This design comes from an exercise in tuning for small area on the open sky130 flow, not from production work. Only simulation tests tie the RTL to the original design; equivalence was not proved. Power figures rest on the tool's default switching activity, not on a simulated workload.

File: config.mk
export PLATFORM = sky130hd
export DESIGN_NAME = lpddr5_device_responder
export DESIGN_NICKNAME = lpddr5_device_responder
export VERILOG_FILES = /design/flow/design.v
export SDC_FILE = /design/flow/constraint.sdc
export NUM_CORES = 4
export LEC_CHECK = 0
export ABC_CLOCK_PERIOD_IN_PS = 100000
export CAP_MARGIN = 20
export CORE_MARGIN = 2
export CORE_UTILIZATION = 60
export CTS_BUF_LIST = sky130_fd_sc_hd__clkbuf_8
export CTS_CLUSTER_DIAMETER = 50
export CTS_CLUSTER_SIZE = 16
export SLEW_MARGIN = 20
export SYNTH_HIERARCHICAL = 1
File: constraint.sdc
create_clock -name core_clock -period 5.0 [get_ports {clk}]
set_input_delay 1.0000 -clock core_clock [delete_from_list [all_inputs] [get_ports {clk}]]
set_output_delay 1.0000 -clock core_clock [all_outputs]
set_load 0.01 [all_outputs]
File: design.v
package lpddr5_params;
  localparam int BANK_NUMBER                      = 16;
  localparam int ROW_PER_BANK_GROUP_ADDRESS_WIDTH = 16;
  localparam int COL_WIDTH                        = 6;
  localparam int DATA_WIDTH                       = 32;
  localparam int T_RCD  = 4;
  localparam int T_RP   = 4;
  localparam int T_RAS  = 10;
  localparam int T_RC   = 14;
  localparam int T_WR   = 4;
  localparam int T_RFC  = 20;
  localparam int T_REFI = 100;
  localparam int T_CL   = 4;
  localparam int CNT_W     = 5;
  localparam int REF_AGE_W = 8;
  typedef enum logic [2:0] {
    NOP = 3'd0,
    ACT = 3'd1,
    RD  = 3'd2,
    WR  = 3'd3,
    PRE = 3'd4,
    REF = 3'd5
  } lpddr5_cmd_e;
  typedef enum logic [2:0] {
    ERR_NONE = 3'd0,
    ERR_ACT  = 3'd1,
    ERR_RD   = 3'd2,
    ERR_WR   = 3'd3,
    ERR_PRE  = 3'd4,
    ERR_REF  = 3'd5,
    ERR_BUSY = 3'd6
  } lpddr5_err_e;
endpackage
import lpddr5_params::*;
module lpddr5_bank_timer (
  input  logic       clk,
  input  logic       rst,
  input  logic       sel,     
  input  logic       act,     
  input  logic       pre,     
  input  logic       wr,      
  output logic [3:0] s
);
  logic f;
  assign f = s[0] ? (s[3] | s[2]) : (!s[3] && s[2]);
  always_ff @(posedge clk) begin
    if (rst) s <= 4'b0000;
    else begin
      s[3] <= s[2] | (sel & wr);
      s[2] <= s[1] | (sel & wr);
      s[1] <= s[0] & !(sel & wr);
      s[0] <= (f & !(sel & pre)) | (sel & (act | wr));
    end
  end
endmodule
module lpddr5_mux16 (
  input  logic [15:0] sel,
  input  logic [15:0] d,
  output logic        y
);
  logic [5:0] n;
  logic [1:0] h;
  for (genvar g = 0; g < 5; g++) begin : g_aoi
    lpddr5_aoi222 u_aoi (.a1(sel[3*g]), .a2(d[3*g]), .b1(sel[3*g+1]), .b2(d[3*g+1]),
                         .c1(sel[3*g+2]), .c2(d[3*g+2]), .y(n[g]));
  end
  lpddr5_nand2 u_n2  (.a(sel[15]), .b(d[15]), .y(n[5]));
  lpddr5_nand3 u_n3a (.a(n[0]), .b(n[1]), .c(n[2]), .y(h[0]));
  lpddr5_nand3 u_n3b (.a(n[3]), .b(n[4]), .c(n[5]), .y(h[1]));
  lpddr5_or2   u_or  (.a(h[0]), .b(h[1]), .y(y));
endmodule
module lpddr5_aoi222 (
  input  logic a1, a2, b1, b2, c1, c2,
  output logic y
);
  assign y = !((a1 && a2) || (b1 && b2) || (c1 && c2));
endmodule
module lpddr5_nand2 (
  input  logic a, b,
  output logic y
);
  assign y = !(a && b);
endmodule
module lpddr5_nand3 (
  input  logic a, b, c,
  output logic y
);
  assign y = !(a && b && c);
endmodule
module lpddr5_or2 (
  input  logic a, b,
  output logic y
);
  assign y = a || b;
endmodule
import lpddr5_params::*;
module lpddr5_device_responder #(
  parameter int BANKS = BANK_NUMBER,
  parameter int ROW_W = ROW_PER_BANK_GROUP_ADDRESS_WIDTH,
  parameter int COL_W = COL_WIDTH,
  parameter int DW    = DATA_WIDTH,
  localparam int BW   = $clog2(BANKS)
) (
  input  logic             clk,
  input  logic             rst,
  input  logic             cmd_valid,
  input  logic [2:0]       cmd,
  input  logic [BW-1:0]    cmd_bank,
  input  logic [ROW_W-1:0] cmd_row,
  input  logic [COL_W-1:0] cmd_col,
  output logic             rd_valid,
  output logic [DW-1:0]    rd_data,
  output logic             err_valid,
  output logic [2:0]       err_code,
  output logic             ref_overdue
);
  logic [3:0]       st [BANKS];
  logic [BANKS-1:0] sel, idle;
  logic [ROW_W-1:0] open_row [BANKS];
  logic [3:0] m;
  logic       m_act_ok, m_rw_ok, m_pre_ok, m_pre_eff, m_wr_load;
  for (genvar i = 0; i < 4; i++) begin : g_mmux
    logic [BANKS-1:0] col;
    for (genvar b = 0; b < BANKS; b++) begin : g_c
      assign col[b] = st[b][i];
    end
    lpddr5_mux16 u_mux (.sel(sel), .d(col), .y(m[i]));
  end
  assign m_act_ok  = (m == 4'b0000);
  assign m_pre_eff = (m == 4'b1111);
  assign m_pre_ok  = m_act_ok || m_pre_eff || m == 4'b1000 || m == 4'b1100 || m == 4'b1110;
  assign m_wr_load = m_pre_eff || m == 4'b0111 || m == 4'b1011 || m == 4'b1101 || m == 4'b0110;
  assign m_rw_ok   = m_wr_load || m == 4'b0011 || m == 4'b1001;
  logic [2:0] op;
  logic [2:0] err;
  logic       busy, go, all_idle;
  logic       act_go, rd_go, wr_go, pre_go, ref_go;
  assign op       = cmd;
  assign all_idle = &idle;
  always_comb begin
    err = ERR_NONE;
    if (cmd_valid) begin
      case (op)
        ACT:     if (!m_act_ok) err = ERR_ACT;
        RD:      if (!m_rw_ok)  err = ERR_RD;
        WR:      if (!m_rw_ok)  err = ERR_WR;
        PRE:     if (!m_pre_ok) err = ERR_PRE;
        REF:     if (!all_idle) err = ERR_REF;
        default: err = ERR_NONE;
      endcase
      if (busy && op != NOP && op != 3'd6 && op != 3'd7) err = ERR_BUSY;
    end
  end
  assign go     = cmd_valid && !busy;
  assign act_go = go && (op == ACT) && m_act_ok;
  assign rd_go  = go && (op == RD)  && m_rw_ok;
  assign wr_go  = go && (op == WR)  && m_wr_load;
  assign pre_go = go && (op == PRE) && m_pre_eff;
  assign ref_go = go && (op == REF) && all_idle;
  for (genvar b = 0; b < BANKS; b++) begin : g_bank
    assign sel[b]  = (cmd_bank == BW'(b));
    assign idle[b] = (st[b] == 4'b0000);
    lpddr5_bank_timer u_bank (
      .clk (clk),
      .rst (rst),
      .sel (sel[b]),
      .act (act_go),
      .pre (pre_go),
      .wr  (wr_go),
      .s   (st[b])
    );
    always_ff @(posedge clk) begin
      if (act_go && sel[b]) open_row[b] <= cmd_row;
    end
  end
  logic [T_CL-1:0]          pipe_v;
  logic [BW+COL_W-1:0]      pipe_d [T_CL];
  always_ff @(posedge clk) begin
    if (rst) pipe_v <= '0;
    else     pipe_v <= {pipe_v[T_CL-2:0], rd_go};
  end
  always_ff @(posedge clk) begin
    pipe_d[0] <= {cmd_bank, cmd_col};
    for (int i = 1; i < T_CL; i++) pipe_d[i] <= pipe_d[i-1];
  end
  logic [BW-1:0] out_bank;
  assign out_bank = pipe_d[T_CL-1][BW+COL_W-1:COL_W];
  assign rd_valid = pipe_v[T_CL-1];
  logic [BANKS-1:0] out_sel;
  logic [ROW_W-1:0] out_row;
  for (genvar b = 0; b < BANKS; b++) begin : g_osel
    assign out_sel[b] = (out_bank == BW'(b));
  end
  for (genvar i = 0; i < ROW_W; i++) begin : g_rmux
    logic [BANKS-1:0] col;
    for (genvar b = 0; b < BANKS; b++) begin : g_c
      assign col[b] = open_row[b][i];
    end
    lpddr5_mux16 u_mux (.sel(out_sel), .d(col), .y(out_row[i]));
  end
  assign rd_data  = DW'({out_row, pipe_d[T_CL-1]});
  logic [2:0] err_q;
  always_ff @(posedge clk) begin
    if (rst) err_q <= ERR_NONE;
    else     err_q <= err;
  end
  assign err_valid = (err_q != ERR_NONE);
  assign err_code  = err_q;
  logic [6:0] rf;
  logic       rf_fb, rfc_on;
  assign rf_fb = (rf[6] ^ rf[5]) & (rf[0] | rf[2] | rf[3] | rf[4] | rf[5]);
  always_ff @(posedge clk) begin
    if (rst || ref_go) rf <= 7'b1100100;
    else               rf <= {rf[5:0], rf_fb};
  end
  always_ff @(posedge clk) begin
    if (rst)                           rfc_on <= 1'b0;
    else if (ref_go)                   rfc_on <= 1'b1;
    else if (rf[1] && rf[4] && rf[6])  rfc_on <= 1'b0;
  end
  assign busy        = rfc_on;
  assign ref_overdue = !(rf[0] || rf[1] || rf[2] || rf[3] || rf[6]);
endmodule
File: flow/run.sh
#!/bin/bash
# Own layout flow: the standard ORFS flow (standard.sh), with two changes:
#  - input/output ports are buffered with buf_1 instead of the delay buffer
#    buffer_ports picks by default;
#  - clock tree synthesis inserts no dummy loads.
# Everything else (synthesis, floorplan, power grid, taps, placement, routing)
# is the standard flow. Each tool's output goes to the logs under orfs/logs;
# the whole run's output is kept in flow_run.log.
set -euo pipefail
export BUFFER_PORTS_ARGS="-buffer_cell sky130_fd_sc_hd__buf_1"
export CTS_ARGS="-sink_clustering_enable -repair_clock_nets -dont_use_dummy_load -buf_list sky130_fd_sc_hd__clkbuf_8 -sink_clustering_size 16 -sink_clustering_max_diameter 50"
bash standard.sh finish > flow_run.log 2>&1
File: standard.sh
#!/bin/bash
# synth_recipe.tcl (not shown) runs the flow's synth.tcl, then flattens the netlist and writes it again
# the make line also repeats each setting of config.mk as NAME=value (left out here)
make -C /OpenROAD-flow-scripts/flow DESIGN_CONFIG=/design/flow/config.mk WORK_HOME=/design/flow/orfs CLKGATE_MAP_FILE= SYNTH_SCRIPT=/design/flow/synth_recipe.tcl "${@:-finish}"
==> results of run 1 <==
==> state kept, by name, indices dropped and copies added, names as in the netlist <==
name             flops
pipe_d              40
pipe_v               4
g_bank.u_bank.s     64
open_row           256
err_q                3
rf                   7
rfc_on               1
==> power groups by stage <==
stage | Sequential, W | Clock [W] | Combinational [W]
floorplan | 0.00342 | 0 | 0.000112
global placement | 0.00342 | 0 | 0.000231
detailed placement | 0.00342 | 0 | 0.000238
CTS | 0.00335 | 0.00157 | 0.000239
global route | 0.00335 | 0.00169 | 0.000259
finish | 0.00335 | 0.00154 | 0.000241
==> layout make-up <==
| type | instances | share of cell area |
|---|---|---|
| timing repair buffer | 92 | 0.0320 |
| tap | 280 | 0.0239 |
| inverter | 17 | 0.00436 |
| clock buffer | 36 | 0.0338 |
| sequential | 375 | 0.688 |
| multi-input combinational | 477 | 0.218 |
==> through the flow <==
| stage | power, W | util | std cells | setup slack (ns) |
|---|---|---|---|---|
| finish | 0.00513 | 0.673 | 1277 | 0.653 |
| global route | 0.00530 | 0.673 | 1277 | 0.475 |
| CTS | 0.00516 | 0.671 | 1276 | 0.753 |
| detailed placement | 0.00366 | 0.649 | 1240 | 0.223 |
| global placement | 0.00365 | 0.649 | 1240 | 0.348 |
| floorplan | 0.00353 | - | 883 | 0.313 |
==> cell families after synthesis <==
family,count (synthesis),share of synthesized area
AO/OA/AOI/OAI,216,0.130
buffers and inverters,31,0.0105
flip-flops,375,0.757
multiplexers,16,0.0120
other,1,0.000282
AND/OR/NAND/NOR,239,0.0900
==> routing by layer <==
metal / vias up / wire length (um)
met5: - / 0
met4: 0 / 1040
met3: 70 / 2630
met2: 447 / 16000
met1: 4073 / 12400
li1: 3807 / -
==> Yosys stat by module, one instance, submodules excluded, a selection <==
module | cells inside | flip-flops and latches | copies in the design | cell area (um2)
lpddr5_or2 | 1 | 0 | 20 | 6.26
lpddr5_nand2 | 1 | 0 | 20 | 3.75
lpddr5_device_responder | 474 | 311 | 1 | 9690
lpddr5_bank_timer | 14 | 4 | 16 | 138
lpddr5_nand3 | 1 | 0 | 40 | 5.00
lpddr5_aoi222 | 1 | 0 | 100 | 10.0
==> worst max-delay path: stages <==
cell	delay [ns]
buf_1	0.19
nand2b_1	0.52
nor2_1	0.28
a222oi_1	0.46
nand3_1	0.21
or2_1	0.31
or3_1	0.38
nor4_4	0.40
nand3_1	0.32
nor2_2	0.17
buf_4	0.27
==> worst paths after layout <==
path | slack [ns] | start | endpoint
worst min-delay path | 0.33 | pipe_d[2][2] | pipe_d[3][2]
worst max register to register | 1.82 | g_bank[6].u_bank.s[3] | open_row[15][1]
worst min register to register | 0.33 | pipe_d[2][2] | pipe_d[3][2]
worst max-delay path | 0.65 | cmd_bank[0] | open_row[15][1]
==> layout by cell type, fill, tap and decap left out, types with 20 or more instances in the layout <==
| cell | count |
|---|---|
| dfxtp_1 | 119 |
| clkbuf_8 | 36 |
| or2_1 | 20 |
| nand2_1 | 29 |
| nor2_1 | 65 |
| edfxtp_1 | 256 |
| nand3_1 | 42 |
| a222oi_1 | 100 |
| a21oi_1 | 37 |
| buf_1 | 62 |
| buf_4 | 28 |
==> impl_metrics.env, run 1 <==
export IMPL_cts_root_buf="clkbuf_8"
export IMPL_switchingPower_w=0.00109
export IMPL_grt_usage=0.274
export IMPL_power_leakage_nw=4.80
export IMPL_grt_pass1_wl_um=48500
export IMPL_dr_total_vias=8397
export IMPL_drt_iter0_markers=1220
export IMPL_cap_violations=0
export IMPL_crit_type="primary input to flop"
export IMPL_avgRoutedWirePerCell_um=25.1
export IMPL_ys_seq_area_frac=0.757
export IMPL_cts_sinks=375
export IMPL_synth_area_um2=13300
export IMPL_cp_max_fo=16
export IMPL_multi_input_area_um2=3190
export IMPL_yosysMostFrequentCell="edfxtp_1"
export IMPL_first_global_vias=8312
export IMPL_die_width_um=153
export IMPL_synth_seq_cells=375
export IMPL_syn2layout_area_growth_pct=10.1
export IMPL_cp_required_ns=5.18
export IMPL_period_share=0.869
export IMPL_synth_cell_type_count=40
export IMPL_synthTopCellsByArea="edfxtp_1 58%, dfxtp_1 18%, a222oi_1 7.5%"
export IMPL_path_clk_slew_ns=0.09
export IMPL_pin_count=70
export IMPL_yosys_top_cells_count="256 x edfxtp_1, 119 x dfxtp_1, 100 x a222oi_1, 74 x nor2_1, 42 x nand3_1"
export IMPL_numPortBuffers=63
export IMPL_cts_hold_buffers=0
export IMPL_tightest_slew_ns=1.16
export IMPL_nets=1031
export IMPL_grt_overflow=0
export IMPL_syn_inst=878
export IMPL_synth_area_leader_cell="edfxtp_1"
export IMPL_synth_edf_count=256
export IMPL_clkPwrFrac=0.300
export IMPL_yosys_area_top_type_share=0.578
export IMPL_cts_buffer_depth=3
export IMPL_viasPerCell=6.58
export IMPL_antenna_found_initial=0
export IMPL_power_density_nw_per_um2=350
export IMPL_rsz0062_at_grt="false"
export IMPL_status="finished clean"
export IMPL_grt_busiest_layer="met2"
export IMPL_drive_gt1_frac=0.0883
export IMPL_ys_flop_type="edfxtp_1"
export IMPL_die_y_um=153
export IMPL_core_area_um2=21800
export IMPL_wirelength_um=32100
export IMPL_setup_viol=0
export IMPL_routabilityCongestion=0.954
export IMPL_final_seq_area_um2=10100
export IMPL_worstSetupStartpointType="primary input"
export IMPL_ant_nets=0
export IMPL_die_area_um2=23400
export IMPL_dp_hpwl_um=20900
export IMPL_drc=0
export IMPL_slew_viol_final=0
export IMPL_use_met2=0.464
export IMPL_timing_fmax_mhz=230
export IMPL_end_kind="flop"
export IMPL_irDropWorstVdd_mv=0.250
export IMPL_finalCriticalPeriod_ns=4.35
export IMPL_avgSynthCellArea_um2=15.1
export IMPL_p_int_w=0.00404
export IMPL_cts_buffers=36
export IMPL_whs_ns=0.330
export IMPL_placed_area_um2=14100
export IMPL_synth_warnings=13
export IMPL_grt_max_degree=95
export IMPL_cts_setup_buffers=0
export IMPL_worst_r2r_cell_count=8
export IMPL_p_seq_frac=0.653
export IMPL_cts_tree="yes"
export IMPL_hold_depth=0
export IMPL_hold_violations=0
export IMPL_drt_pass1_iterations=9
export IMPL_combPwrFrac=0.047
export IMPL_rows=54
export IMPL_diodes=0
export IMPL_fillers=1552
export IMPL_htree_levels=2
export IMPL_met1_usage=0.363
export IMPL_setup_tns_ns=0
export IMPL_fin_skew_ns=0.0507
export IMPL_stdcell_area_um2=14600
export IMPL_arrival_ns=4.53
export IMPL_slew_headroom=0.225
export IMPL_synthArstFlopShare=0
export IMPL_clock_latency_ns=0.54
export IMPL_hold_class="flop to flop"
export IMPL_start_util=0.611
export IMPL_met3_usage=0.0479
export IMPL_p_sw_frac=0.212
export IMPL_ctsResizeCount=0
==> run 2, diff against run 1 <==
--- a/flow/run.sh
+++ b/flow/run.sh
@@ -9,4 +9,4 @@
 set -euo pipefail
 export BUFFER_PORTS_ARGS="-buffer_cell sky130_fd_sc_hd__buf_1"
-export CTS_ARGS="-sink_clustering_enable -repair_clock_nets -dont_use_dummy_load -buf_list sky130_fd_sc_hd__clkbuf_8 -sink_clustering_size 16 -sink_clustering_max_diameter 50"
+export CTS_ARGS="-sink_clustering_enable -repair_clock_nets -dont_use_dummy_load -buf_list sky130_fd_sc_hd__clkbuf_4 -sink_clustering_size 12 -sink_clustering_max_diameter 45"
 bash standard.sh finish > flow_run.log 2>&1
==> run 2 against run 1 <==
Combinational power about the same. Flip-flop and latch count unchanged. Die area unchanged. Clock-buffer cell count increased by 5. Worst hold slack got worse by 0.014 ns. Clock power decreased by 19%. Power decreased by 5.9%. Synthesized area unchanged. Register-to-register slack about the same. Sequential share of layout area increased by 0.88 points. Worst setup slack improved by 0.023 ns. Sequential power about the same.
==> impl_metrics.env, run 2 <==
export IMPL_crit_type="flop to primary output"
export IMPL_end_kind="primary output"
export IMPL_synthArstFlopShare=0
export IMPL_first_global_vias=8390
export IMPL_whs_ns=0.317
export IMPL_slew_viol_final=0
export IMPL_path_clk_slew_ns=0.11
export IMPL_cts_root_buf="clkbuf_4"
export IMPL_cp_max_fo=16
export IMPL_hold_violations=0
export IMPL_cp_slowest_cell="nor2_1"
export IMPL_synth_area_um2=13300
export IMPL_final_cell_mix="256 x edfxtp_1, 119 x dfxtp_1, 100 x a222oi_1"
export IMPL_numPortBuffers=63
export IMPL_synth_warnings=13
export IMPL_p_int_w=0.00378
export IMPL_ant_nets=0
export IMPL_p_sw_frac=0.217
export IMPL_grt_max_degree=95
export IMPL_arrival_ns=3.32
export IMPL_timing_fmax_mhz=231
export IMPL_synth_cell_type_count=40
export IMPL_synth_area_leader_cell="edfxtp_1"
export IMPL_wirelength_um=32200
export IMPL_clkPwrFrac=0.257
export IMPL_power_leakage_nw=4.73
export IMPL_cts_sinks=375
export IMPL_die_y_um=153
export IMPL_cap_violations=0
export IMPL_htree_levels=2
export IMPL_ys_flop_type="edfxtp_1"
export IMPL_period_share=0.865
export IMPL_use_met2=0.465
export IMPL_antenna_found_initial=1
export IMPL_final_util=0.664
export IMPL_status="finished clean"
export IMPL_critPathTopFamily="simple AND/OR/NAND/NOR gates"
export IMPL_cp_slowest_stage_delay_ns=0.88
export IMPL_rows=54
export IMPL_yosys_area_top_type_share=0.578
export IMPL_drt_iter0_markers=1124
export IMPL_cp_required_ns=4.00
export IMPL_slew_headroom=0.229
export IMPL_fillers=1590
export IMPL_dr_total_vias=8514
export IMPL_setup_viol=0
export IMPL_cts_buffers=41
export IMPL_avgSynthCellArea_um2=15.1
export IMPL_die_area_um2=23400
export IMPL_stdcell_count=1283
export IMPL_start_util=0.611
export IMPL_switchingPower_w=0.00105
export IMPL_clock_latency_ns=0.66
export IMPL_tightest_slew_ns=1.15
export IMPL_ys_seq_area_frac=0.757
export IMPL_ctsResizeCount=0
export IMPL_yosysMostFrequentCell="edfxtp_1"
export IMPL_crit_chain="nand2b_1, nor2_1, a222oi_1, nand3_1, or2_1, buf_1"
export IMPL_grt_overflow=0
export IMPL_grt_pass1_wl_um=48500
export IMPL_die_width_um=153
export IMPL_setup_tns_ns=0
export IMPL_largest_reg_flops=256
export IMPL_multi_input_area_um2=3190
export IMPL_rsz0062_at_grt="false"
export IMPL_combPwrFrac=0.050
export IMPL_hold_class="flop to flop"
export IMPL_cts_setup_buffers=0
export IMPL_crit_cells=6
export IMPL_worst_r2r_cell_count=8
export IMPL_p_seq_frac=0.693
export IMPL_met3_usage=0.0485
export IMPL_syn_inst=878
export IMPL_core_area_um2=21800
export IMPL_synth_edf_count=256
export IMPL_pin_count=70
export IMPL_synthTopCellsByArea="edfxtp_1 58%, dfxtp_1 18%, a222oi_1 7.5%"
export IMPL_cts_buffer_depth=3
export IMPL_worstSetupStartpointType="flop"
export IMPL_fin_skew_ns=0.0602
export IMPL_dp_hpwl_um=20900
export IMPL_cts_hold_buffers=0
export IMPL_power_density_nw_per_um2=334
export IMPL_pre_cts_ws_ns=0.223
export IMPL_regMostFlops="open_row"
export IMPL_drive_gt1_frac=0.0928
export IMPL_drc=0
export IMPL_grt_usage=0.274
export IMPL_top_regs="open_row x256, g_bank.u_bank.s x64, pipe_d x40"
export IMPL_hold_depth=0
export IMPL_avgRoutedWirePerCell_um=25.1
export IMPL_grt_busiest_layer="met2"
export IMPL_layout_setup_ws_ns=0.676
export IMPL_cts_tree="yes"
export IMPL_met1_usage=0.357
export IMPL_finalCriticalPeriod_ns=4.32
export IMPL_viasPerCell=6.64
export IMPL_irDropWorstVdd_mv=0.179
export IMPL_syn2layout_area_growth_pct=8.72
export IMPL_final_common_cell="edfxtp_1"
export IMPL_routabilityCongestion=0.954
export IMPL_yosys_top_cells_count="256 x edfxtp_1, 119 x dfxtp_1, 100 x a222oi_1, 74 x nor2_1, 42 x nand3_1"
export IMPL_synth_seq_cells=375
export IMPL_dpl_cell_count=1240
export IMPL_nets=1036
export IMPL_crit_buf_inv=1
export IMPL_final_seq_area_um2=10100
export IMPL_drt_pass1_iterations=8
==> run 2: changes by cell type in the layout (fill, tap and decap cells not counted), sizes merged <==
cell	before	now
diode	0	1
clkbuf	37	42
==> run 2: worst reg2reg max path, cell delays in order (launching register included) <==
cell and delay (ns):
dfxtp_1 0.38, a222oi_1 0.37, nand3_1 0.19, or2_1 0.31
or3_1 0.42, nor4_4 0.39, nand3_1 0.32, nor2_2 0.17
buf_4 0.26
==> run 2: cell type report <==
cell class              count  share of cell area
clock buffers              41              0.0213
inverters                  17             0.00441
repair buffers             92              0.0324
diodes                      1            0.000173
flip-flops and latches    375               0.697
well taps                 280              0.0242
multi-input cells         477               0.221
==> run 2: kinds of logic after synthesis <==
logic type	share of synthesized area
other	0.000282
flip-flops	0.757
multiplexers	0.0120
AND/OR/NAND/NOR	0.0900
AO/OA/AOI/OAI	0.130
buffers and inverters	0.0105
==> run 2: Yosys stat by module (local to each module, per instance), excerpt <==
module / area [um2] / copies in the design / cells inside
lpddr5_nand3: 5.00 / 40 / 1
lpddr5_nand2: 3.75 / 20 / 1
lpddr5_or2: 6.26 / 20 / 1
lpddr5_bank_timer: 138 / 16 / 14
lpddr5_aoi222: 10.0 / 100 / 1
lpddr5_device_responder: 9690 / 1 / 474
==> run 2: worst paths after layout <==
path	start	end	slack [ns]
worst min register to register	pipe_d[0][4]	pipe_d[1][4]	0.32
worst max register to register	g_bank[3].u_bank.s[0]	open_row[15][15]	1.83
worst min-delay path	pipe_d[0][4]	pipe_d[1][4]	0.32
worst max-delay path	pipe_d[3][6]	rd_data[23]	0.68
==> run 2: stage by stage <==
| stage | cell area (um2) | total power (W) |
|---|---|---|
| final | 14500 | 0.00483 |
| after global routing | 14500 | 0.00500 |
| after CTS | 14400 | 0.00487 |
| after detailed placement | 14100 | 0.00366 |
| after global placement | 14100 | 0.00365 |
| after floorplan | 13300 | 0.00353 |
==> run 2: layer usage <==
metal	wire length [um]	share of wire
met5	0	0
met4	1090	0.034
met3	2620	0.081
met2	16100	0.50
met1	12400	0.39
==> run 2: power by group through the flow <==
stage / logic (W) / registers, W / clock network (W)
after floorplan: 0.000112 / 0.00342 / 0
after global placement: 0.000231 / 0.00342 / 0
after detailed placement: 0.000238 / 0.00342 / 0
after CTS: 0.000239 / 0.00335 / 0.00128
after global routing: 0.000259 / 0.00335 / 0.00138
final: 0.000241 / 0.00335 / 0.00124
==> run 3, diff against run 2 <==
--- a/flow/run.sh
+++ b/flow/run.sh
@@ -9,4 +9,4 @@
 set -euo pipefail
 export BUFFER_PORTS_ARGS="-buffer_cell sky130_fd_sc_hd__buf_1"
-export CTS_ARGS="-sink_clustering_enable -repair_clock_nets -dont_use_dummy_load -buf_list sky130_fd_sc_hd__clkbuf_4 -sink_clustering_size 12 -sink_clustering_max_diameter 45"
+export CTS_ARGS="-sink_clustering_enable -repair_clock_nets -dont_use_dummy_load -buf_list sky130_fd_sc_hd__clkbuf_4 -sink_clustering_size 10 -sink_clustering_max_diameter 35"
 bash standard.sh finish > flow_run.log 2>&1
==> run 3 against run 2 <==
Still clean on timing, DRC and antenna. Sequential power about the same. Flip-flop and latch count unchanged. Clock skew increased by 0.015 ns. Maximum frequency increased by 1.3%. Worst hold slack got worse by 0.012 ns. Non-clock buffer count unchanged.
==> impl_metrics.env, run 3 <==
export IMPL_status="finished clean"
export IMPL_layout_setup_ws_ns=0.733
export IMPL_nets=1045
export IMPL_drc=0
export IMPL_rsz0062_at_grt="false"
export IMPL_cp_slowest_cell="nor2_1"
export IMPL_path_clk_slew_ns=0.09
export IMPL_grt_max_degree=95
export IMPL_largest_reg_flops=256
export IMPL_arrival_ns=3.27
export IMPL_worstReg2RegStart="g_bank[0].u_bank.s[0]"
export IMPL_reg2reg_to="open_row[14][2]"
export IMPL_critPathTopFamily="simple AND/OR/NAND/NOR gates"
export IMPL_cts_tree="yes"
export IMPL_hold_class="flop to flop"
export IMPL_synthMuxAreaShare=0.0120
export IMPL_crit_chain="nand2b_1, nor2_1, a222oi_1, nand3_1, or2_1, buf_1"
export IMPL_grt_pass1_wl_um=48600
export IMPL_die_width_um=153
export IMPL_setup_tns_ns=0
export IMPL_drive_gt1_frac=0.101
export IMPL_yosys_area_share_xor_xnor=0
export IMPL_cts_buffer_depth=3
export IMPL_regMostFlops="open_row"
export IMPL_drt_pass1_iterations=7
export IMPL_synthTopCellsByArea="edfxtp_1 58%, dfxtp_1 18%, a222oi_1 7.5%"
export IMPL_clock_latency_ns=0.69
export IMPL_die_y_um=153
export IMPL_synth_area_um2=13300
export IMPL_hold_depth=0
export IMPL_wirelength_um=32200
export IMPL_synthArstFlopShare=0
export IMPL_synth_area_leader_cell="edfxtp_1"
export IMPL_cts_root_buf="clkbuf_4"
export IMPL_drt_iter0_markers=1106
export IMPL_slew_headroom=0.242
export IMPL_hold_violations=0
export IMPL_synth_edf_count=256
export IMPL_first_global_vias=8400
export IMPL_timing_fmax_mhz=234
export IMPL_final_cell_mix="256 x edfxtp_1, 119 x dfxtp_1, 100 x a222oi_1"
export IMPL_synth_warnings=13
export IMPL_power_leakage_nw=4.77
export IMPL_ys_flop_type="edfxtp_1"
export IMPL_synth_compound_gate_area_share=0.130
export IMPL_cts_buffers=50
export IMPL_worst_r2r_cell_count=8
export IMPL_synth_top_family_by_area="compound AO/OA/AOI/OAI gates"
export IMPL_ys_seq_area_frac=0.757
export IMPL_whs_ns=0.304
export IMPL_fillers=1577
export IMPL_final_common_cell="edfxtp_1"
export IMPL_cts_hold_buffers=0
export IMPL_cp_max_fo=16
export IMPL_finalCriticalPeriod_ns=4.27
export IMPL_power_w=0.00493
export IMPL_grt_overflow=0
export IMPL_synth_seq_cells=375
export IMPL_setup_viol=0
export IMPL_ant_nets=0
export IMPL_pre_cts_ws_ns=0.223
export IMPL_rows=54
export IMPL_synth_cell_type_count=40
export IMPL_cts_setup_buffers=0
export IMPL_crit_buf_inv=1
export IMPL_synth_simple_area_share=0.0900
export IMPL_numPortBuffers=63
export IMPL_worstSetupStartpointType="flop"
export IMPL_dp_hpwl_um=20900
export IMPL_avgSynthCellArea_um2=15.1
export IMPL_cp_required_ns=4.00
export IMPL_slew_viol_final=0
export IMPL_holdPathEnd="pipe_d[2][6]"
export IMPL_hp_start="pipe_d[1][6]"
export IMPL_fin_skew_ns=0.0751
export IMPL_irDropWorstVdd_mv=0.199
export IMPL_yosysMostFrequentCell="edfxtp_1"
export IMPL_routabilityCongestion=0.954
export IMPL_r2r_slack_ns=1.84
export IMPL_synth_adder_area_share=0
export IMPL_start_util=0.611
export IMPL_antenna_found_initial=1
export IMPL_yosys_top_cells_count="256 x edfxtp_1, 119 x dfxtp_1, 100 x a222oi_1, 74 x nor2_1, 42 x nand3_1"
export IMPL_syn_inst=878
export IMPL_cp_slowest_stage_delay_ns=0.82
export IMPL_top_regs="open_row x256, g_bank.u_bank.s x64, pipe_d x40"
export IMPL_htree_levels=2
export IMPL_yosys_area_top_type_share=0.578
export IMPL_pin_count=70
export IMPL_power_density_nw_per_um2=339
export IMPL_tightest_slew_ns=1.13
export IMPL_period_share=0.853
export IMPL_viasPerCell=6.62
export IMPL_crit_type="flop to primary output"
export IMPL_dr_total_vias=8558
export IMPL_die_area_um2=23400
export IMPL_end_kind="primary output"
export IMPL_cts_sinks=375
export IMPL_avgRoutedWirePerCell_um=24.9
export IMPL_syn2layout_area_growth_pct=9.23
export IMPL_ctsResizeCount=0
export IMPL_cap_violations=0
export IMPL_core_area_um2=21800
export IMPL_grt_usage=0.275
[run 3: cell counts after synthesis]
No cell type changed its count.
[run 3: where the power goes]
group / total, W / leakage, nW / internal, W / switching [W]
clock: 0.00134 / 0.230 / 0.000458 / 0.000880
combinational: 0.000241 / 1.26 / 0.0000661 / 0.000175
sequential: 0.00335 / 3.28 / 0.00333 / 0.0000151
[run 3: per-stage QoR]
step | utilization | instance area, um2 | std cells
global placement | 0.649 | 14100 | 1240
detailed placement | 0.649 | 14100 | 1240
CTS | 0.666 | 14500 | 1290
floorplan | - | 13300 | 883
global route | 0.668 | 14500 | 1292
finish | 0.668 | 14500 | 1292
[run 3: area by class of cell]
| type | count | area, um2 | share of cell area |
|---|---|---|---|
| multi-input combinational | 477 | 3190 | 0.220 |
| antenna | 1 | 2.50 | 0.000172 |
| timing repair buffer | 92 | 468 | 0.0322 |
| inverter | 17 | 63.8 | 0.00439 |
| clock buffer | 50 | 375 | 0.0258 |
| tap | 280 | 350 | 0.0241 |
| sequential | 375 | 10100 | 0.693 |
[run 3: cell families (layout without fill, tap and decap cells)]
family                 count (synthesis)  count (layout)
flip-flops                           375             375
multiplexers                          16              16
AO/OA/AOI/OAI                        216             216
other                                  1               7
buffers and inverters                 31             159
AND/OR/NAND/NOR                      239             239
[run 3: worst register-to-register path: stages (launching register included)]
cell and delay, ns:
dfxtp_1 0.36, a222oi_1 0.38, nand3_1 0.19, or2_1 0.31, or3_1 0.42, nor4_4 0.39
nand3_1 0.32, nor2_2 0.17, buf_4 0.28
[run 3: layer usage]
metal  GRT usage  vias up  wire, um
met5           0        -         0
met4       0.113        0      1160
met3      0.0496       77      2690
met2       0.462      437     16100
met1       0.358     4172     12300
li1            -     3872         -
[run 3: Yosys stat by module, one instance, submodules excluded, excerpt]
module / times used / flops+latches
lpddr5_nand2: 20 / 0
lpddr5_bank_timer: 16 / 4
lpddr5_device_responder: 1 / 311
lpddr5_or2: 20 / 0
lpddr5_aoi222: 100 / 0
lpddr5_nand3: 40 / 0
[run 3: worst max-delay path by stage]
stage	slack [ns]	start	endpoint	cells after the start
2_1_floorplan	0.31	cmd_bank[2]	open_row[12][0]	10
3_3_place_gp	0.35	cmd_bank[1]	open_row[12][9]	11
3_5_place_dp	0.22	cmd_bank[1]	open_row[12][9]	11
4_1_cts	0.74	pipe_d[3][6]	rd_data[12]	6
5_1_grt	0.51	pipe_d[3][6]	rd_data[11]	6
6_report	0.73	pipe_d[3][9]	rd_data[23]	6
==> run 4, diff against run 3 <==
--- a/config.mk
+++ b/config.mk
@@ -7,5 +7,5 @@
 export LEC_CHECK = 0
 export ABC_CLOCK_PERIOD_IN_PS = 100000
-export CAP_MARGIN = 20
+export CAP_MARGIN = 5
 export CORE_MARGIN = 2
 export CORE_UTILIZATION = 60
@@ -13,4 +13,4 @@
 export CTS_CLUSTER_DIAMETER = 50
 export CTS_CLUSTER_SIZE = 16
-export SLEW_MARGIN = 20
+export SLEW_MARGIN = 5
 export SYNTH_HIERARCHICAL = 1
==> run 4 against run 3 <==
Largest cell class unchanged. Register-to-register slack got worse by 0.02 ns. Die area did not move. Routed wire length fell by 0.15%. Still clean. Sequential power barely moved. Global-route usage did not move. Worst hold slack got worse by 0.0024 ns. Largest power group unchanged. Critical path depth did not move. First-iteration DRC count fell by 1.7%.
==> impl_metrics.env, run 4 <==
export IMPL_status="finished clean"
export IMPL_pin_count=70
export IMPL_final_common_cell="edfxtp_1"
export IMPL_fillers=1578
export IMPL_htree_levels=2
export IMPL_final_seq_area_um2=10100
export IMPL_slew_headroom=0.155
export IMPL_cap_violations=0
export IMPL_synth_edf_count=256
export IMPL_synth_area_leader_cell="edfxtp_1"
export IMPL_cts_setup_buffers=0
export IMPL_setup_tns_ns=0
export IMPL_synth_seq_cells=375
export IMPL_synth_area_um2=13300
export IMPL_arrival_ns=3.26
export IMPL_rows=54
export IMPL_cp_max_fo=16
export IMPL_largest_reg_flops=256
export IMPL_setup_viol=0
export IMPL_start_util=0.611
export IMPL_top_regs="open_row x256, g_bank.u_bank.s x64, pipe_d x40"
export IMPL_multi_input_area_um2=3170
export IMPL_period_share=0.852
export IMPL_fin_skew_ns=0.0697
export IMPL_avgSynthCellArea_um2=15.1
export IMPL_cts_buffer_depth=3
export IMPL_final_cell_mix="256 x edfxtp_1, 119 x dfxtp_1, 100 x a222oi_1"
export IMPL_dpl_cell_count=1240
export IMPL_first_global_vias=8400
export IMPL_worstSetupStartpointType="flop"
export IMPL_core_area_um2=21800
export IMPL_grt_pass1_wl_um=48600
export IMPL_viasPerCell=6.58
export IMPL_worstReg2RegStart="g_bank[3].u_bank.s[0]"
export IMPL_cp_startpoint="pipe_d[3][6]"
export IMPL_cp_slowest_cell="nor2_1"
export IMPL_ys_flop_type="edfxtp_1"
export IMPL_synth_cell_type_count=40
export IMPL_cts_tree="yes"
export IMPL_end_kind="primary output"
export IMPL_cts_hold_buffers=0
export IMPL_crit_chain="nand2b_1, nor2_1, a222oi_1, nand3_1, or2_1, buf_1"
export IMPL_syn_inst=878
export IMPL_reg2reg_to="open_row[14][2]"
export IMPL_grt_max_degree=95
export IMPL_crit_cells=6
export IMPL_critPathTopFamily="simple AND/OR/NAND/NOR gates"
export IMPL_stdcell_area_um2=14500
export IMPL_timing_fmax_mhz=235
export IMPL_die_y_um=153
export IMPL_yosys_area_top_type_share=0.578
export IMPL_antenna_found_initial=1
export IMPL_path_clk_slew_ns=0.09
export IMPL_worst_r2r_cell_count=8
export IMPL_synthArstFlopShare=0
export IMPL_cts_sinks=375
export IMPL_die_area_um2=23400
export IMPL_yosys_top_cells_count="256 x edfxtp_1, 119 x dfxtp_1, 100 x a222oi_1, 74 x nor2_1, 42 x nand3_1"
export IMPL_tightest_slew_ns=1.26
export IMPL_drive_gt1_frac=0.0970
export IMPL_dp_hpwl_um=20900
export IMPL_nets=1044
export IMPL_grt_usage=0.275
export IMPL_cts_buffers=50
export IMPL_stdcell_count=1291
export IMPL_ant_nets=0
export IMPL_r2r_slack_ns=1.82
export IMPL_syn2layout_area_growth_pct=8.98
export IMPL_cp_slowest_stage_delay_ns=0.94
export IMPL_cp_required_ns=4.00
export IMPL_crit_end="rd_data[12]"
export IMPL_finalCriticalPeriod_ns=4.26
export IMPL_grt_overflow=0
export IMPL_yosysMostFrequentCell="edfxtp_1"
export IMPL_slew_viol_final=0
export IMPL_irDropWorstVdd_mv=0.199
export IMPL_cts_root_buf="clkbuf_4"
export IMPL_whs_ns=0.302
export IMPL_placed_area_um2=14100
export IMPL_regMostFlops="open_row"
export IMPL_die_width_um=153
export IMPL_drc=0
export IMPL_wirelength_um=32200
export IMPL_drt_iter0_markers=1087
export IMPL_crit_buf_inv=1
export IMPL_synthTopCellsByArea="edfxtp_1 58%, dfxtp_1 18%, a222oi_1 7.5%"
export IMPL_power_w=0.00492
export IMPL_routabilityCongestion=0.954
export IMPL_dr_total_vias=8491
export IMPL_synth_warnings=13
export IMPL_hold_violations=0
export IMPL_ctsResizeCount=0
export IMPL_numPortBuffers=63
export IMPL_drt_pass1_iterations=8
export IMPL_rsz0062_at_grt="false"
export IMPL_power_density_nw_per_um2=340
export IMPL_power_leakage_nw=4.76
export IMPL_crit_type="flop to primary output"
export IMPL_hold_class="flop to flop"
export IMPL_ys_seq_area_frac=0.757
export IMPL_clock_latency_ns=0.69
export IMPL_avgRoutedWirePerCell_um=24.9
[run 4: cell types whose count changed in the layout (fill, tap and decap cells not counted), sizes merged]
| cell | delta |
|---|---|
| buf | -1 |
[run 4: worst reg2reg max path: stages, from the launching register on]
cell,delay [ns]
dfxtp_1,0.37
a222oi_1,0.37
nand3_1,0.19
or2_1,0.31
or3_1,0.42
nor4_4,0.40
nand3_1,0.33
nor2_2,0.17
buf_4,0.28
[run 4: cell families (layout without fill, tap and decap cells)]
family                 count (synthesis)  after routing  share of synthesized area
AO/OA/AOI/OAI                        216            216                      0.130
buffers and inverters                 31            158                     0.0105
flip-flops                           375            375                      0.757
multiplexers                          16             16                     0.0120
other                                  1              7                   0.000282
AND/OR/NAND/NOR                      239            239                     0.0900
[run 4: final cells by class]
class / instances / share of cell area
Sequential cell: 375 / 0.695
Multi-Input combinational cell: 477 / 0.219
Timing Repair Buffer: 91 / 0.0318
Clock buffer: 50 / 0.0259
Tap cell: 280 / 0.0242
Inverter: 17 / 0.00440
Antenna cell: 1 / 0.000173
[run 4: metrics by stage]
stage / worst slack [ns] / utilization
final: 0.742 / 0.666
after floorplan: 0.313 / -
after CTS: 0.735 / 0.666
after detailed placement: 0.223 / 0.649
after global routing: 0.515 / 0.666
after global placement: 0.348 / 0.649
[run 4: where the power goes]
| part | switching (W) | internal [W] | total, W | leakage, nW |
|---|---|---|---|---|
| registers | 0.0000142 | 0.00333 | 0.00335 | 3.28 |
| logic | 0.000174 | 0.0000654 | 0.000239 | 1.25 |
| clock network | 0.000879 | 0.000458 | 0.00134 | 0.230 |
[run 4: worst min-delay path by stage]
stage	to	startpoint	slack [ns]	depth (start not counted)
2_1_floorplan	pipe_d[1][0]	pipe_d[0][0]	0.31	0
3_3_place_gp	pipe_d[1][5]	pipe_d[0][5]	0.31	0
3_5_place_dp	pipe_d[1][3]	pipe_d[0][3]	0.31	0
4_1_cts	pipe_d[2][6]	pipe_d[1][6]	0.30	0
5_1_grt	pipe_d[2][6]	pipe_d[1][6]	0.31	0
6_report	pipe_d[2][6]	pipe_d[1][6]	0.30	0
[run 4: layer usage]
metal  wire, um  vias to the layer above  global-route usage
li1           -                     3877                   -
met5          0                        -                   0
met2      16100                      417               0.462
met1      12200                     4116               0.358
met3       2720                       81              0.0496
met4       1180                        0               0.113
[run 4: Yosys stat by module, one instance, submodules excluded, a selection]
module | area (um2) | copies in the design
lpddr5_bank_timer | 138 | 16
lpddr5_nand3 | 5.00 | 40
lpddr5_or2 | 6.26 | 20
lpddr5_nand2 | 3.75 | 20
lpddr5_aoi222 | 10.0 | 100
lpddr5_device_responder | 9690 | 1
==> run 5, diff against run 4 <==
--- a/design.v
+++ b/design.v
@@ -40,7 +40,9 @@
   input  logic       pre,     
   input  logic       wr,      
-  output logic [3:0] s
+  output logic [3:0] s,
+  output logic       idle     
 );
   logic f;
+  assign idle = (s == 4'b0000);
   assign f = s[0] ? (s[3] | s[2]) : (!s[3] && s[2]);
   always_ff @(posedge clk) begin
@@ -160,5 +162,4 @@
   for (genvar b = 0; b < BANKS; b++) begin : g_bank
     assign sel[b]  = (cmd_bank == BW'(b));
-    assign idle[b] = (st[b] == 4'b0000);
     lpddr5_bank_timer u_bank (
       .clk (clk),
@@ -168,5 +169,6 @@
       .pre (pre_go),
       .wr  (wr_go),
-      .s   (st[b])
+      .s   (st[b]),
+      .idle(idle[b])
     );
     always_ff @(posedge clk) begin
==> run 5 against run 4 <==
Final cell count down 0.31%. Synthesized cell count is 1.7% lower. Global-route usage decreased by 0.21 points. Largest power group unchanged. Cell area shrank 0.39%. Synthesized area fell by 0.78%. Routed wire length is 1.3% lower. Sequential share of layout area up 0.27 points. Core utilization shrank 0.052 points. Non-clock buffer count grew 6. Combinational power down 2%. Clock power hardly changed.
==> impl_metrics.env, run 5 <==
export IMPL_irDropWorstVdd_mv=0.213
export IMPL_routabilityCongestion=0.864
export IMPL_dp_hpwl_um=21000
export IMPL_setup_tns_ns=0
export IMPL_worstSetupStartpointType="flop"
export IMPL_synth_warnings=13
export IMPL_slew_viol_final=0
export IMPL_end_kind="primary output"
export IMPL_worst_r2r_cell_count=8
export IMPL_path_clk_slew_ns=0.10
export IMPL_hold_violations=0
export IMPL_arrival_ns=3.19
export IMPL_first_global_vias=8451
export IMPL_avgSynthCellArea_um2=15.3
export IMPL_final_cell_mix="256 x edfxtp_1, 119 x dfxtp_1, 100 x a222oi_1"
export IMPL_worstReg2RegStart="g_bank[12].u_bank.s[3]"
export IMPL_drive_gt1_frac=0.0965
export IMPL_cap_violations=0
export IMPL_rows=54
export IMPL_r2r_slack_ns=1.74
export IMPL_die_area_um2=23200
export IMPL_layout_setup_ws_ns=0.811
export IMPL_status="finished clean"
export IMPL_fin_skew_ns=0.0572
export IMPL_final_common_cell="edfxtp_1"
export IMPL_pin_count=70
export IMPL_regMostFlops="open_row"
export IMPL_drt_iter0_markers=1076
export IMPL_holdPathEnd="pipe_d[1][0]"
export IMPL_synth_edf_count=256
export IMPL_cts_buffer_depth=3
export IMPL_die_width_um=152
export IMPL_crit_type="flop to primary output"
export IMPL_cp_slowest_stage_delay_ns=0.87
export IMPL_ant_nets=0
export IMPL_ctsResizeCount=0
export IMPL_pre_cts_ws_ns=0.216
export IMPL_crit_cells=6
export IMPL_top_regs="open_row x256, g_bank.u_bank.s x64, pipe_d x40"
export IMPL_synth_seq_cells=375
export IMPL_cp_slowest_cell="nor2_1"
export IMPL_period_share=0.838
export IMPL_grt_usage=0.273
export IMPL_clock_latency_ns=0.67
export IMPL_synth_area_leader_cell="edfxtp_1"
export IMPL_core_area_um2=21700
export IMPL_critPathTopFamily="simple AND/OR/NAND/NOR gates"
export IMPL_cts_setup_buffers=0
export IMPL_power_leakage_nw=4.73
export IMPL_start_util=0.608
export IMPL_cp_max_fo=16
export IMPL_hp_start="pipe_d[0][0]"
export IMPL_htree_levels=2
export IMPL_placed_area_um2=14000
export IMPL_grt_max_degree=88
export IMPL_grt_overflow=0
export IMPL_cts_sinks=375
export IMPL_wirelength_um=31800
export IMPL_finalCriticalPeriod_ns=4.19
export IMPL_crit_chain="nand2b_1, nor2_1, a222oi_1, nand3_1, or2_1, buf_1"
export IMPL_final_seq_area_um2=10100
export IMPL_cts_hold_buffers=0
export IMPL_tightest_slew_ns=1.17
export IMPL_cts_tree="yes"
export IMPL_synthTopCellsByArea="edfxtp_1 58%, dfxtp_1 18%, a222oi_1 7.6%"
export IMPL_numPortBuffers=63
export IMPL_hold_class="flop to flop"
export IMPL_setup_viol=0
export IMPL_nets=1039
export IMPL_yosys_top_cells_count="256 x edfxtp_1, 119 x dfxtp_1, 100 x a222oi_1, 74 x nor2_1, 41 x nand3_1"
export IMPL_syn_inst=863
export IMPL_die_y_um=152
export IMPL_antenna_found_initial=1
export IMPL_yosys_area_top_type_share=0.583
export IMPL_ys_seq_area_frac=0.763
export IMPL_grt_pass1_wl_um=48300
export IMPL_reg2reg_to="open_row[15][15]"
export IMPL_syn2layout_area_growth_pct=9.41
export IMPL_largest_reg_flops=256
export IMPL_cts_root_buf="clkbuf_4"
export IMPL_power_density_nw_per_um2=342
export IMPL_synth_cell_type_count=36
export IMPL_viasPerCell=6.60
export IMPL_multi_input_area_um2=3060
export IMPL_synth_area_um2=13200
export IMPL_avgRoutedWirePerCell_um=24.7
export IMPL_fillers=1537
export IMPL_synthArstFlopShare=0
export IMPL_timing_fmax_mhz=239
export IMPL_yosysMostFrequentCell="edfxtp_1"
export IMPL_drt_pass1_iterations=6
export IMPL_crit_buf_inv=1
export IMPL_drc=0
export IMPL_dr_total_vias=8492
export IMPL_cts_buffers=51
export IMPL_rsz0062_at_grt="false"
export IMPL_stdcell_area_um2=14400
export IMPL_ys_flop_type="edfxtp_1"
export IMPL_hold_depth=0
export IMPL_cp_required_ns=4.00
export IMPL_slew_headroom=0.216
-- run 5: changes by cell type after synthesis, sizes merged, moves of 2 or more --
| cell | before | now |
|---|---|---|
| a211o | 3 | 0 |
| a21oi | 37 | 34 |
| and2 | 0 | 3 |
| clkbuf | 7 | 5 |
| inv | 17 | 19 |
| nand3b | 3 | 1 |
| nor2b | 7 | 5 |
| o21a | 0 | 3 |
| or2 | 23 | 21 |
-- run 5: how the worst max path moves through the flow --
| stage | start | end | slack [ns] |
|---|---|---|---|
| 2_1_floorplan | cmd_bank[2] | open_row[12][0] | 0.13 |
| 3_3_place_gp | cmd_bank[0] | open_row[15][4] | 0.35 |
| 3_5_place_dp | cmd_bank[0] | open_row[15][3] | 0.22 |
| 4_1_cts | pipe_d[3][7] | rd_data[23] | 0.78 |
| 5_1_grt | pipe_d[3][7] | rd_data[12] | 0.58 |
| 6_report | pipe_d[3][7] | rd_data[13] | 0.81 |
-- run 5: modules after synthesis, one instance, submodules excluded, a selection --
module,cells inside,area (um2),copies in the design,flops+latches
lpddr5_device_responder,443,9490,1,311
lpddr5_nand2,1,3.75,20,0
lpddr5_or2,1,6.26,20,0
lpddr5_nand3,1,5.00,40,0
lpddr5_aoi222,1,10.0,100,0
lpddr5_bank_timer,15,144,16,4
-- run 5: cell type report --
class,count,share of cell area
diodes,2,0.000347
clock buffers,51,0.0265
inverters,19,0.00494
multi-input cells,463,0.212
flip-flops and latches,375,0.698
well taps,280,0.0243
repair buffers,97,0.0342
-- run 5: report_power, final --
part	internal [W]	switching, W
Clock	0.000468	0.000890
Combinational	0.0000651	0.000170
Sequential	0.00333	0.0000135
-- run 5: logic make-up (layout without fill, tap and decap cells) --
kind of cell / after synthesis / after routing / synth area share
flops: 375 / 375 / 0.763
simple gates: 230 / 230 / 0.0857
mux: 16 / 16 / 0.0121
compound gates: 211 / 211 / 0.128
buf+inv: 30 / 167 / 0.0102
other cells: 1 / 8 / 0.000284
-- run 5: metrics by stage --
stage / instances / hold slack, ns / power [W] / util
floorplan: 868 / 0.310 / 0.00352 / -
global placement: 1234 / 0.310 / 0.00364 / 0.648
detailed placement: 1234 / 0.312 / 0.00365 / 0.648
CTS: 1285 / 0.300 / 0.00498 / 0.665
global route: 1287 / 0.309 / 0.00513 / 0.666
finish: 1287 / 0.299 / 0.00494 / 0.666
-- run 5: routing by layer --
layer	share of wire	vias up	routed length, um	global-route usage
li1	-	3826	-	-
met1	0.39	4170	12400	0.367
met2	0.49	427	15600	0.444
met3	0.084	69	2660	0.0495
met4	0.034	0	1080	0.115
met5	0	-	0	0
==> run 6, diff against run 5 <==
--- a/design.v
+++ b/design.v
@@ -96,4 +96,10 @@
   assign y = a || b;
 endmodule
+module lpddr5_and2 (
+  input  logic a, b,
+  output logic y
+);
+  assign y = a && b;
+endmodule
 import lpddr5_params::*;
 module lpddr5_device_responder #(
@@ -118,5 +124,5 @@
 );
   logic [3:0]       st [BANKS];
-  logic [BANKS-1:0] sel, idle;
+  logic [BANKS-1:0] sel, idle, row_en;
   logic [ROW_W-1:0] open_row [BANKS];
   logic [3:0] m;
@@ -172,6 +178,7 @@
       .idle(idle[b])
     );
+    lpddr5_and2 u_en (.a(act_go), .b(sel[b]), .y(row_en[b]));
     always_ff @(posedge clk) begin
-      if (act_go && sel[b]) open_row[b] <= cmd_row;
+      if (row_en[b]) open_row[b] <= cmd_row;
     end
   end
--- a/config.mk
+++ b/config.mk
@@ -13,4 +13,5 @@
 export CTS_CLUSTER_DIAMETER = 50
 export CTS_CLUSTER_SIZE = 16
+export PLACE_DENSITY = 0.85
 export SLEW_MARGIN = 5
 export SYNTH_HIERARCHICAL = 1
==> run 6 against run 5 <==
Synthesized cell count is 1.3% lower. Die area hardly changed. Non-clock buffer count is 1 higher. Synthesized area hardly changed. First-iteration DRC count is 26% higher. Maximum frequency is 7.0% lower. Clock power hardly changed. Final cell count is 0.54% lower. Routed wire length is 5.3% lower. Register-to-register slack better by 0.11 ns. Sequential power hardly changed. Flip-flop and latch count stayed put. Critical path type unchanged. Largest cell class unchanged.
==> impl_metrics.env, run 6 <==
export IMPL_status="finished clean"
export IMPL_final_seq_area_um2=10100
export IMPL_crit_type="flop to primary output"
export IMPL_routabilityCongestion=0.883
export IMPL_rows=54
export IMPL_multi_input_area_um2=3100
export IMPL_period_share=0.900
export IMPL_cp_max_fo=16
export IMPL_final_util=0.667
export IMPL_power_leakage_nw=4.76
export IMPL_placed_area_um2=14100
export IMPL_worstReg2RegStart="g_bank[0].u_bank.s[0]"
export IMPL_clock_latency_ns=0.71
export IMPL_path_clk_slew_ns=0.09
export IMPL_wl_met2_um=14600
export IMPL_grt_pass1_wl_um=46200
export IMPL_nets=1033
export IMPL_wirelength_um=30100
export IMPL_worst_r2r_cell_count=8
export IMPL_cts_root_buf="clkbuf_4"
export IMPL_setup_viol=0
export IMPL_cap_violations=0
export IMPL_avgSynthCellArea_um2=15.5
export IMPL_ant_nets=0
export IMPL_dpl_cell_count=1229
export IMPL_hold_depth=0
export IMPL_irDropWorstVdd_mv=0.202
export IMPL_synth_area_um2=13200
export IMPL_syn2layout_area_growth_pct=9.64
export IMPL_core_area_um2=21700
export IMPL_ctsResizeCount=0
export IMPL_cp_startpoint="pipe_d[3][7]"
export IMPL_drt_iter0_markers=1359
export IMPL_end_kind="primary output"
export IMPL_tightest_slew_ns=1.21
export IMPL_met3_length_um=3000
export IMPL_hold_violations=0
export IMPL_synth_area_leader_cell="edfxtp_1"
export IMPL_synth_seq_cells=375
export IMPL_first_global_vias=8286
export IMPL_synth_warnings=13
export IMPL_synth_cell_type_count=35
export IMPL_arrival_ns=3.50
export IMPL_finalCriticalPeriod_ns=4.50
export IMPL_highest_layer="met4"
export IMPL_power_density_nw_per_um2=340
export IMPL_met1_length_um=11200
export IMPL_die_width_um=152
export IMPL_htree_levels=2
export IMPL_cts_buffers=50
export IMPL_stdcell_count=1280
export IMPL_drive_gt1_frac=0.0991
export IMPL_ys_seq_area_frac=0.763
export IMPL_stdcell_area_um2=14500
export IMPL_viasPerCell=6.65
export IMPL_cp_required_ns=4.00
export IMPL_cts_tree="yes"
export IMPL_numPortBuffers=63
export IMPL_fin_skew_ns=0.0581
export IMPL_synthArstFlopShare=0
export IMPL_final_cell_mix="256 x edfxtp_1, 119 x dfxtp_1, 100 x a222oi_1"
export IMPL_dp_hpwl_um=19800
export IMPL_hp_start="pipe_d[0][5]"
export IMPL_yosys_top_cells_count="256 x edfxtp_1, 119 x dfxtp_1, 100 x a222oi_1, 53 x nor2_1, 40 x nand3_1"
export IMPL_drc=0
export IMPL_syn_inst=852
export IMPL_setup_tns_ns=0
export IMPL_cts_sinks=375
export IMPL_grt_max_degree=88
export IMPL_grt_overflow=0
export IMPL_pin_count=70
export IMPL_worstSetupStartpointType="flop"
export IMPL_yosys_area_top_type_share=0.583
export IMPL_pre_cts_ws_ns=0.582
export IMPL_yosysMostFrequentCell="edfxtp_1"
export IMPL_die_area_um2=23200
export IMPL_dr_total_vias=8510
export IMPL_drt_pass1_iterations=10
export IMPL_grt_usage=0.256
export IMPL_layout_setup_ws_ns=0.498
export IMPL_ys_flop_type="edfxtp_1"
export IMPL_hold_class="flop to flop"
export IMPL_start_util=0.608
export IMPL_regMostFlops="open_row"
export IMPL_largest_reg_flops=256
export IMPL_cts_setup_buffers=0
export IMPL_avgRoutedWirePerCell_um=23.5
export IMPL_rsz0062_at_grt="false"
export IMPL_cts_hold_buffers=0
export IMPL_timing_fmax_mhz=222
export IMPL_fillers=1492
export IMPL_synthTopCellsByArea="edfxtp_1 58%, dfxtp_1 18%, a222oi_1 7.6%"
export IMPL_slew_viol_final=0
export IMPL_top_regs="open_row x256, g_bank.u_bank.s x64, pipe_d x40"
export IMPL_synth_edf_count=256
export IMPL_cts_buffer_depth=3
export IMPL_slew_headroom=0.188
export IMPL_final_common_cell="edfxtp_1"
export IMPL_antenna_found_initial=1
export IMPL_die_y_um=152
-- run 6: changes by cell type after synthesis, sizes merged --
cell / delta
nor2: -20
and2: +16
clkbuf: -5
nand2b: -2
nor3: +2
nand2: -1
nand3: -1
nor4: +1
or2: -1
-- run 6: kinds of logic after synthesis --
group,share of synthesized area
AND/OR/NAND/NOR,0.0872
other,0.000284
multiplexers,0.0121
flip-flops,0.763
AO/OA/AOI/OAI,0.128
buffers and inverters,0.00882
-- run 6: critical path: stages (launching register included) --
cell	delay, ns
dfxtp_1	0.66
nand2b_1	0.24
nor2_1	0.95
a222oi_1	0.38
nand3_1	0.22
or2_1	0.16
buf_1	0.17
-- run 6: final timing paths --
check / end / slack (ns)
max reg2reg: open_row[3][4] / 1.85
min reg2reg: pipe_d[1][5] / 0.30
max: rd_data[21] / 0.50
min: pipe_d[1][5] / 0.30
-- run 6: cell type report --
| class | count | area share |
|---|---|---|
| well taps | 280 | 0.0242 |
| multi-input cells | 457 | 0.214 |
| inverters | 19 | 0.00493 |
| clock buffers | 50 | 0.0259 |
| repair buffers | 98 | 0.0346 |
| flip-flops and latches | 375 | 0.696 |
| diodes | 1 | 0.000173 |
-- run 6: per-stage QoR --
stage	hold WS (ns)	total power (W)
after floorplan	0.310	0.00352
final	0.296	0.00492
after detailed placement	0.313	0.00364
after CTS	0.306	0.00496
after global routing	0.306	0.00509
after global placement	0.310	0.00363
-- run 6: power breakdown --
part | leakage, nW | total, W | internal [W] | switching (W)
clock | 0.230 | 0.00135 | 0.000458 | 0.000893
sequential | 3.28 | 0.00335 | 0.00333 | 0.0000159
combinational | 1.25 | 0.000225 | 0.0000649 | 0.000160
-- run 6: modules after synthesis, one instance, submodules excluded, excerpt --
module	cells inside	copies in the design	cell area (um2)	flip-flops and latches
lpddr5_bank_timer	15	16	144	4
lpddr5_nand3	1	40	5.00	0
lpddr5_and2	1	16	6.26	0
lpddr5_nand2	1	20	3.75	0
lpddr5_or2	1	20	6.26	0
lpddr5_device_responder	416	1	9390	311
lpddr5_aoi222	1	100	10.0	0
-- run 6: per-layer routing --
layer | GRT usage | up-vias
li1 | - | 3807
met1 | 0.338 | 4082
met2 | 0.420 | 530
met3 | 0.0478 | 91
met4 | 0.114 | 0
met5 | 0 | -
==> run 7, diff against run 6 <==
--- a/config.mk
+++ b/config.mk
@@ -13,5 +13,4 @@
 export CTS_CLUSTER_DIAMETER = 50
 export CTS_CLUSTER_SIZE = 16
-export PLACE_DENSITY = 0.85
 export SLEW_MARGIN = 5
 export SYNTH_HIERARCHICAL = 1
==> run 7 against run 6 <==
Still clean on timing, DRC and antenna. Clock power shrank 4%. Cell area fell by 0.45%. Clock-buffer cell count fell by 3. Via count shrank 2.8%. Maximum frequency up 4.8%. Worst setup slack improved by 0.21 ns. Die area unchanged. Clock skew rose by 0.035 ns. Largest power group unchanged.
==> impl_metrics.env, run 7 <==
export IMPL_hold_class="flop to flop"
export IMPL_crit_buf_inv=1
export IMPL_yosysMostFrequentCell="edfxtp_1"
export IMPL_crit_chain="nand2b_1, nor2_1, a222oi_1, nand3_1, or2_1, buf_1"
export IMPL_cts_buffer_depth=3
export IMPL_top_regs="open_row x256, g_bank.u_bank.s x64, pipe_d x40"
export IMPL_yosys_area_top_type_share=0.583
export IMPL_syn2layout_area_growth_pct=9.15
export IMPL_synth_seq_cells=375
export IMPL_drt_pass1_iterations=6
export IMPL_clkPwrFrac=0.266
export IMPL_final_util=0.664
export IMPL_synth_area_um2=13200
export IMPL_hold_depth=0
export IMPL_worst_r2r_cell_count=8
export IMPL_cap_violations=0
export IMPL_tightest_slew_ns=1.32
export IMPL_die_width_um=152
export IMPL_timing_fmax_mhz=233
export IMPL_cts_root_buf="clkbuf_4"
export IMPL_slew_headroom=0.113
export IMPL_start_util=0.608
export IMPL_synth_area_leader_cell="edfxtp_1"
export IMPL_whs_ns=0.331
export IMPL_rsz0062_at_grt="false"
export IMPL_regMostFlops="open_row"
export IMPL_synthTopCellsByArea="edfxtp_1 58%, dfxtp_1 18%, a222oi_1 7.6%"
export IMPL_cts_sinks=375
export IMPL_die_y_um=152
export IMPL_p_int_w=0.00383
export IMPL_path_clk_slew_ns=0.10
export IMPL_power_leakage_nw=4.71
export IMPL_nets=1024
export IMPL_combPwrFrac=0.047
export IMPL_critPathTopFamily="simple AND/OR/NAND/NOR gates"
export IMPL_largest_reg_flops=256
export IMPL_fin_skew_ns=0.0931
export IMPL_drc=0
export IMPL_dr_total_vias=8271
export IMPL_ant_nets=0
export IMPL_core_area_um2=21700
export IMPL_grt_overflow=0
export IMPL_synth_warnings=13
export IMPL_cts_setup_buffers=0
export IMPL_crit_type="flop to primary output"
export IMPL_synthArstFlopShare=0
export IMPL_p_sw_frac=0.214
export IMPL_clock_latency_ns=0.68
export IMPL_switchingPower_w=0.00104
export IMPL_routabilityCongestion=0.860
export IMPL_p_seq_frac=0.687
export IMPL_final_cell_mix="256 x edfxtp_1, 119 x dfxtp_1, 100 x a222oi_1"
export IMPL_cts_hold_buffers=0
export IMPL_setup_tns_ns=0
export IMPL_end_kind="primary output"
export IMPL_drive_gt1_frac=0.0909
export IMPL_final_common_cell="edfxtp_1"
export IMPL_cp_slowest_stage_delay_ns=0.90
export IMPL_ctsResizeCount=0
export IMPL_pin_count=70
export IMPL_die_area_um2=23200
export IMPL_numPortBuffers=63
export IMPL_period_share=0.859
export IMPL_irDropWorstVdd_mv=0.203
export IMPL_ys_seq_area_frac=0.763
export IMPL_rows=54
export IMPL_fillers=1598
export IMPL_grt_usage=0.270
export IMPL_cts_tree="yes"
export IMPL_grt_pass1_wl_um=47800
export IMPL_synth_cell_type_count=35
export IMPL_grt_max_degree=88
export IMPL_slew_viol_final=0
export IMPL_avgRoutedWirePerCell_um=24.4
export IMPL_setup_viol=0
export IMPL_dp_hpwl_um=20700
export IMPL_hold_violations=0
export IMPL_yosys_top_cells_count="256 x edfxtp_1, 119 x dfxtp_1, 100 x a222oi_1, 53 x nor2_1, 40 x nand3_1"
export IMPL_power_density_nw_per_um2=338
export IMPL_drt_iter0_markers=1133
export IMPL_cts_buffers=47
export IMPL_avgSynthCellArea_um2=15.5
export IMPL_cp_required_ns=4.00
export IMPL_power_w=0.00487
export IMPL_cp_max_fo=16
export IMPL_cp_slowest_cell="nor2_1"
export IMPL_crit_cells=6
export IMPL_synth_edf_count=256
export IMPL_wirelength_um=31100
export IMPL_arrival_ns=3.29
export IMPL_finalCriticalPeriod_ns=4.29
export IMPL_first_global_vias=8284
export IMPL_viasPerCell=6.50
export IMPL_syn_inst=852
export IMPL_antenna_found_initial=1
export IMPL_worstSetupStartpointType="flop"
export IMPL_ys_flop_type="edfxtp_1"
export IMPL_htree_levels=2
export IMPL_status="finished clean"
-- run 7: cell counts after synthesis --
No cell type changed its count.
-- run 7: layer usage --
layer  track usage  up-vias  share of wire  wire length, um
met3        0.0509       62          0.086             2670
met1         0.357     4023           0.38            11900
met2         0.456      401           0.51            15700
li1              -     3785              -                -
met5             0        -              0                0
met4        0.0921        0          0.026              812
-- run 7: kinds of logic after synthesis --
logic type,synth area share
multiplexers,0.0121
other,0.000284
flip-flops,0.763
AND/OR/NAND/NOR,0.0872
AO/OA/AOI/OAI,0.128
buffers and inverters,0.00882
-- run 7: per-module statistics from Yosys, one instance, submodules excluded, excerpt --
module                   area (um2)  cells inside  flip-flops and latches  times used
lpddr5_bank_timer               144            15                       4          16
lpddr5_and2                    6.26             1                       0          16
lpddr5_nand3                   5.00             1                       0          40
lpddr5_device_responder        9390           416                     311           1
lpddr5_nand2                   3.75             1                       0          20
lpddr5_or2                     6.26             1                       0          20
lpddr5_aoi222                  10.0             1                       0         100
-- run 7: area by class of cell --
cell class | instances | area [um2] | area share
clock buffers | 47 | 353 | 0.0245
flip-flops and latches | 375 | 10100 | 0.699
repair buffers | 92 | 455 | 0.0316
multi-input cells | 457 | 3100 | 0.215
well taps | 280 | 350 | 0.0243
inverters | 19 | 71.3 | 0.00495
diodes | 2 | 5.00 | 0.000347
-- run 7: worst paths after layout --
check,start,endpoint,slack [ns]
worst min register to register,pipe_d[2][6],pipe_d[3][6],0.33
worst min-delay path,pipe_d[2][6],pipe_d[3][6],0.33
worst max-delay path,pipe_d[3][7],rd_data[12],0.71
worst max register to register,g_bank[0].u_bank.s[0],open_row[2][4],1.91
-- run 7: per-stage QoR --
step           cells  setup slack, ns  area [um2]
6_report        1272            0.706       14400
3_3_place_gp    1223            0.644       14000
3_5_place_dp    1223            0.544       14000
4_1_cts         1270            0.613       14400
5_1_grt         1271            0.444       14400
2_1_floorplan    857            0.301       13200
-- run 7: power groups by stage --
stage | logic [W] | registers, W | clock network, W
after floorplan | 0.000103 | 0.00341 | 0
after global placement | 0.000219 | 0.00342 | 0
after detailed placement | 0.000228 | 0.00342 | 0
after CTS | 0.000228 | 0.00335 | 0.00134
after global routing | 0.000246 | 0.00335 | 0.00147
final | 0.000228 | 0.00335 | 0.00129
-- run 7: worst register-to-register path: cells and delay by family (launching register included) --
| kind | cells | cell delay, ns |
|---|---|---|
| simple gates | 5 | 1.48 |
| compound gates | 1 | 0.36 |
| buf+inv | 2 | 0.57 |
| flops | 1 | 0.37 |

## what the ideal ports hide
No port has a modelled driver above. Below, the same layouts with a new extraction and two added sets of constraints.
Step 1 sets driving cells, clkbuf_16 on the clock port and buf_2 on the other inputs (assumed; they add their load-dependent delay and slew).
Step 2 moves the port delays by t, midway between the first and last clock arrival at a register: inputs arrive t later, outputs are due t later. That takes back most of the time a late clock gives input paths.
a / b / c = ideal ports / drivers / drivers and shift; a / b = the first two.
| run | t (ns) | slack for setup (ns) | pins driven straight from the clock port |
|---|---|---|---|
| run 1 | 0.557 | 0.653 / 0.673 / 0.115 | 1 |
| run 2 | 0.670 | 0.676 / 0.635 / 0.156 | 1 |
| run 3 | 0.694 | 0.733 / 0.695 / 0.115 | 1 |
| run 4 | 0.694 | 0.742 / 0.704 / 0.100 | 1 |
| run 5 | 0.682 | 0.811 / 0.771 / 0.169 | 1 |
| run 6 | 0.722 | 0.498 / 0.455 / 0.467 | 1 |
| run 7 | 0.678 | 0.706 / 0.662 / 0.503 | 1 |
After both steps setup and hold are still met in every run listed.
